Source: an optimization exercise on an open RTL-to-GDS flow (aim: small area). Production flows keep margins and buffers that such runs may drop. Only simulation tests tie the RTL to the original design; equivalence was not proved. Power figures rest on the tool's default switching activity, not on a simulated workload.

// csr_unit
module csr_unit (
    input  logic        s_clk_i,
    input  logic        arst_n_i,
    input  logic [1:0]  unit_i,
    input  logic [3:0]  function_i,
    input  logic [11:0] payload_i,
    input  logic [31:0] val_i,
    input  logic [31:0] pc_i,
    input  logic [1:0]  imiscon_i,
    input  logic        hresp_i,
    input  logic        stall_i,
    input  logic        flush_i,
    input  logic        rstpp_i,
    input  logic        interrupted_i,
    input  logic        int_meip_i,
    input  logic        int_mtip_i,
    input  logic        int_msip_i,
    output logic [31:0] csr_rdata_o,
    output logic [31:0] exc_trap_o,
    output logic [31:0] int_trap_o,
    output logic [31:0] mepc_o,
    output logic        treturn_o,
    output logic        int_pending_o,
    output logic        exception_o
);
Settings: LEC_CHECK=0, CAP_MARGIN=20, CORE_AREA=2.3 2.72 165.6 165.92, DIE_AREA=0 0 168.03 168.03, SLEW_MARGIN=20; clock period 5.0 ns.
standard.sh (not shown) runs the stock make flow with config.mk's settings and CLKGATE_MAP_FILE= SYNTH_SCRIPT=/design/flow/synth_recipe.tcl, a recipe that flattens the netlist after the stock synthesis.
==> flow/flow/run.sh <==
#!/bin/bash
# Own layout flow: the standard ORFS flow (standard.sh) with these changes:
#  - synthesis maps logic with an area-oriented ABC script (flow/area.abc) instead of ORFS's
#    delay-oriented one; everything up to and including flip-flop mapping is unchanged, so the
#    registers (names, count, cell types) are the standard synthesis's;
#  - every input and output port still gets a buffer, but a sky130_fd_sc_hd__buf_1;
#  - clock tree synthesis without dummy loads, with clkbuf_4 buffers and small sink clusters;
#  - after global routing, ORFS's power recovery (RECOVER_POWER) downsizes gates off the
#    critical paths, and flow/post_grt.tcl then repairs any slew or capacitance limit that
#    broke;
set -euo pipefail
cd "$(dirname "$0")/.."
W=$PWD
bash standard.sh synth SYNTH_SCRIPT="$W/flow/synth_area.tcl" > "$W/synth.log" 2>&1
CTS="-sink_clustering_enable -repair_clock_nets -dont_use_dummy_load"
CTS="$CTS -buf_list sky130_fd_sc_hd__clkbuf_4 -sink_clustering_size 8 -sink_clustering_max_diameter 40"
bash standard.sh floorplan place BUFFER_PORTS_ARGS="-buffer_cell sky130_fd_sc_hd__buf_1" > "$W/place.log" 2>&1
bash standard.sh cts CTS_ARGS="$CTS" > "$W/cts.log" 2>&1
bash standard.sh finish RECOVER_POWER=100 POST_GLOBAL_ROUTE_TCL="$W/flow/post_grt.tcl" > "$W/route.log" 2>&1
==> flow/flow/post_grt.tcl <==
# Sourced by ORFS at the end of global routing (POST_GLOBAL_ROUTE_TCL), after power recovery:
# power recovery can downsize a high-fanout driver past its slew or capacitance limit, so
# repair those again, then legalize and reroute the changed nets.
log_cmd estimate_parasitics -global_routing
log_cmd repair_design -slew_margin $::env(SLEW_MARGIN) -cap_margin $::env(CAP_MARGIN)
log_cmd global_route -start_incremental
log_cmd detailed_placement
log_cmd global_route -end_incremental
log_cmd estimate_parasitics -global_routing
Other scripts of this flow, unchanged in this note and not shown: flow/flow/area.abc, flow/flow/synth_area.tcl
Next try:
--- a/flow/flow/run.sh
+++ b/flow/flow/run.sh
@@ -9,2 +9,3 @@
-#    critical paths, and flow/post_grt.tcl then repairs any slew or capacitance limit that
-#    broke;
+#    critical paths.
+# Each step's full output goes to a log of its own in this folder; ORFS's own per-stage logs
+# stay under orfs/logs/.
@@ -16 +17 @@
-CTS="$CTS -buf_list sky130_fd_sc_hd__clkbuf_4 -sink_clustering_size 8 -sink_clustering_max_diameter 40"
+CTS="$CTS -buf_list sky130_fd_sc_hd__clkbuf_4 -sink_clustering_size 10 -sink_clustering_max_diameter 45"
@@ -19 +20 @@
-bash standard.sh finish RECOVER_POWER=100 POST_GLOBAL_ROUTE_TCL="$W/flow/post_grt.tcl" > "$W/route.log" 2>&1
+bash standard.sh finish RECOVER_POWER=100 > "$W/route.log" 2>&1
removed: flow/flow/post_grt.tcl
With this change the flow completed, yet does not pass: capacitance limit, slew limit.
Power fell by 2.6%.
Combinational power barely changes.
Worst hold slack improves by 0.28 ns.
Wire length is about the same.
Core utilization goes down by 0.32 points.
Maximum frequency drops by 0.41%.
Sequential power barely changes.
Sequential share of layout area climbs by 0.22 points.
Cell area went down by 0.52%.
Count of clock-buffer cells in the layout decreases by 9.
Via count decreases by 0.35%.
Next try:
--- a/flow/flow/run.sh
+++ b/flow/flow/run.sh
@@ -9,3 +9,2 @@
-#    critical paths.
-# Each step's full output goes to a log of its own in this folder; ORFS's own per-stage logs
-# stay under orfs/logs/.
+#    critical paths, and flow/post_grt.tcl then repairs any slew or capacitance limit that
+#    broke;
@@ -20 +19 @@
-bash standard.sh finish RECOVER_POWER=100 > "$W/route.log" 2>&1
+bash standard.sh finish RECOVER_POWER=100 POST_GLOBAL_ROUTE_TCL="$W/flow/post_grt.tcl" > "$W/route.log" 2>&1
==> flow/flow/post_grt.tcl (new file) <==
# Sourced by ORFS at the end of global routing (POST_GLOBAL_ROUTE_TCL), after power recovery:
# power recovery can downsize a high-fanout driver past its slew or capacitance limit, so
# repair those again, then legalize and reroute the changed nets.
log_cmd estimate_parasitics -global_routing
log_cmd repair_design -slew_margin $::env(SLEW_MARGIN) -cap_margin $::env(CAP_MARGIN)
log_cmd global_route -start_incremental
log_cmd detailed_placement
log_cmd global_route -end_incremental
log_cmd estimate_parasitics -global_routing
Effect: Now the flow completed without violations; critical path depth is unchanged; first-iteration DRC count rises by 3.5%; area after synthesis stays the same; global-route usage is unchanged; utilization rises by 0.10 points; setup slack improved by 0.029 ns; clock-buffer cell count stays the same; sequential power hardly moves; die area does not change; sequential share of layout area stays flat.
Next try:
--- a/flow/flow/run.sh
+++ b/flow/flow/run.sh
@@ -7 +7,2 @@
-#  - clock tree synthesis without dummy loads, with clkbuf_4 buffers and small sink clusters;
+#  - clock tree synthesis without dummy loads, with clkbuf_4 buffers and sink clusters of at
+#    most 10 flip-flops within 45 um;
What happened: Utilization does not change. Sequential power stays flat. Critical path depth stays the same. Design area stays the same. Wire length stays the same. Combinational power barely changes. Count of clock-buffer cells in the layout does not change. Area after synthesis does not change. Final cell count is unchanged. Total power is unchanged.

afterwards: timing with drivers on the ports:
In the flow no input, the clock included, has a driving cell. The finished layouts below were timed again as built, in two steps.
Step 1 sets driving cells, clkbuf_16 on the clock port and buf_2 on the other inputs (assumed; they add their load-dependent delay and slew).
Step 2 moves the port delays by t, midway between the first and last clock arrival at a register: inputs arrive t later, outputs are due t later. That takes back most of the time a late clock gives input paths.
Three values: ideal ports, drivers, drivers and shift; two values: the first two.
run	t (ns)	setup WS [ns]	slew at the worst register clock pin (ns)
the first run	0.710	0.433 / 0.378 / -0.332	0.10 / 0.10
the second run	0.693	0.414 / 0.366 / -0.248	0.12 / 0.12
the third run	0.695	0.443 / 0.394 / -0.224	0.12 / 0.12
the fourth run	0.695	0.443 / 0.394 / -0.224	0.12 / 0.12
For the first run, which loses most, drivers alone change the setup slack by -0.055 ns; drivers and shift together by -0.765 ns.
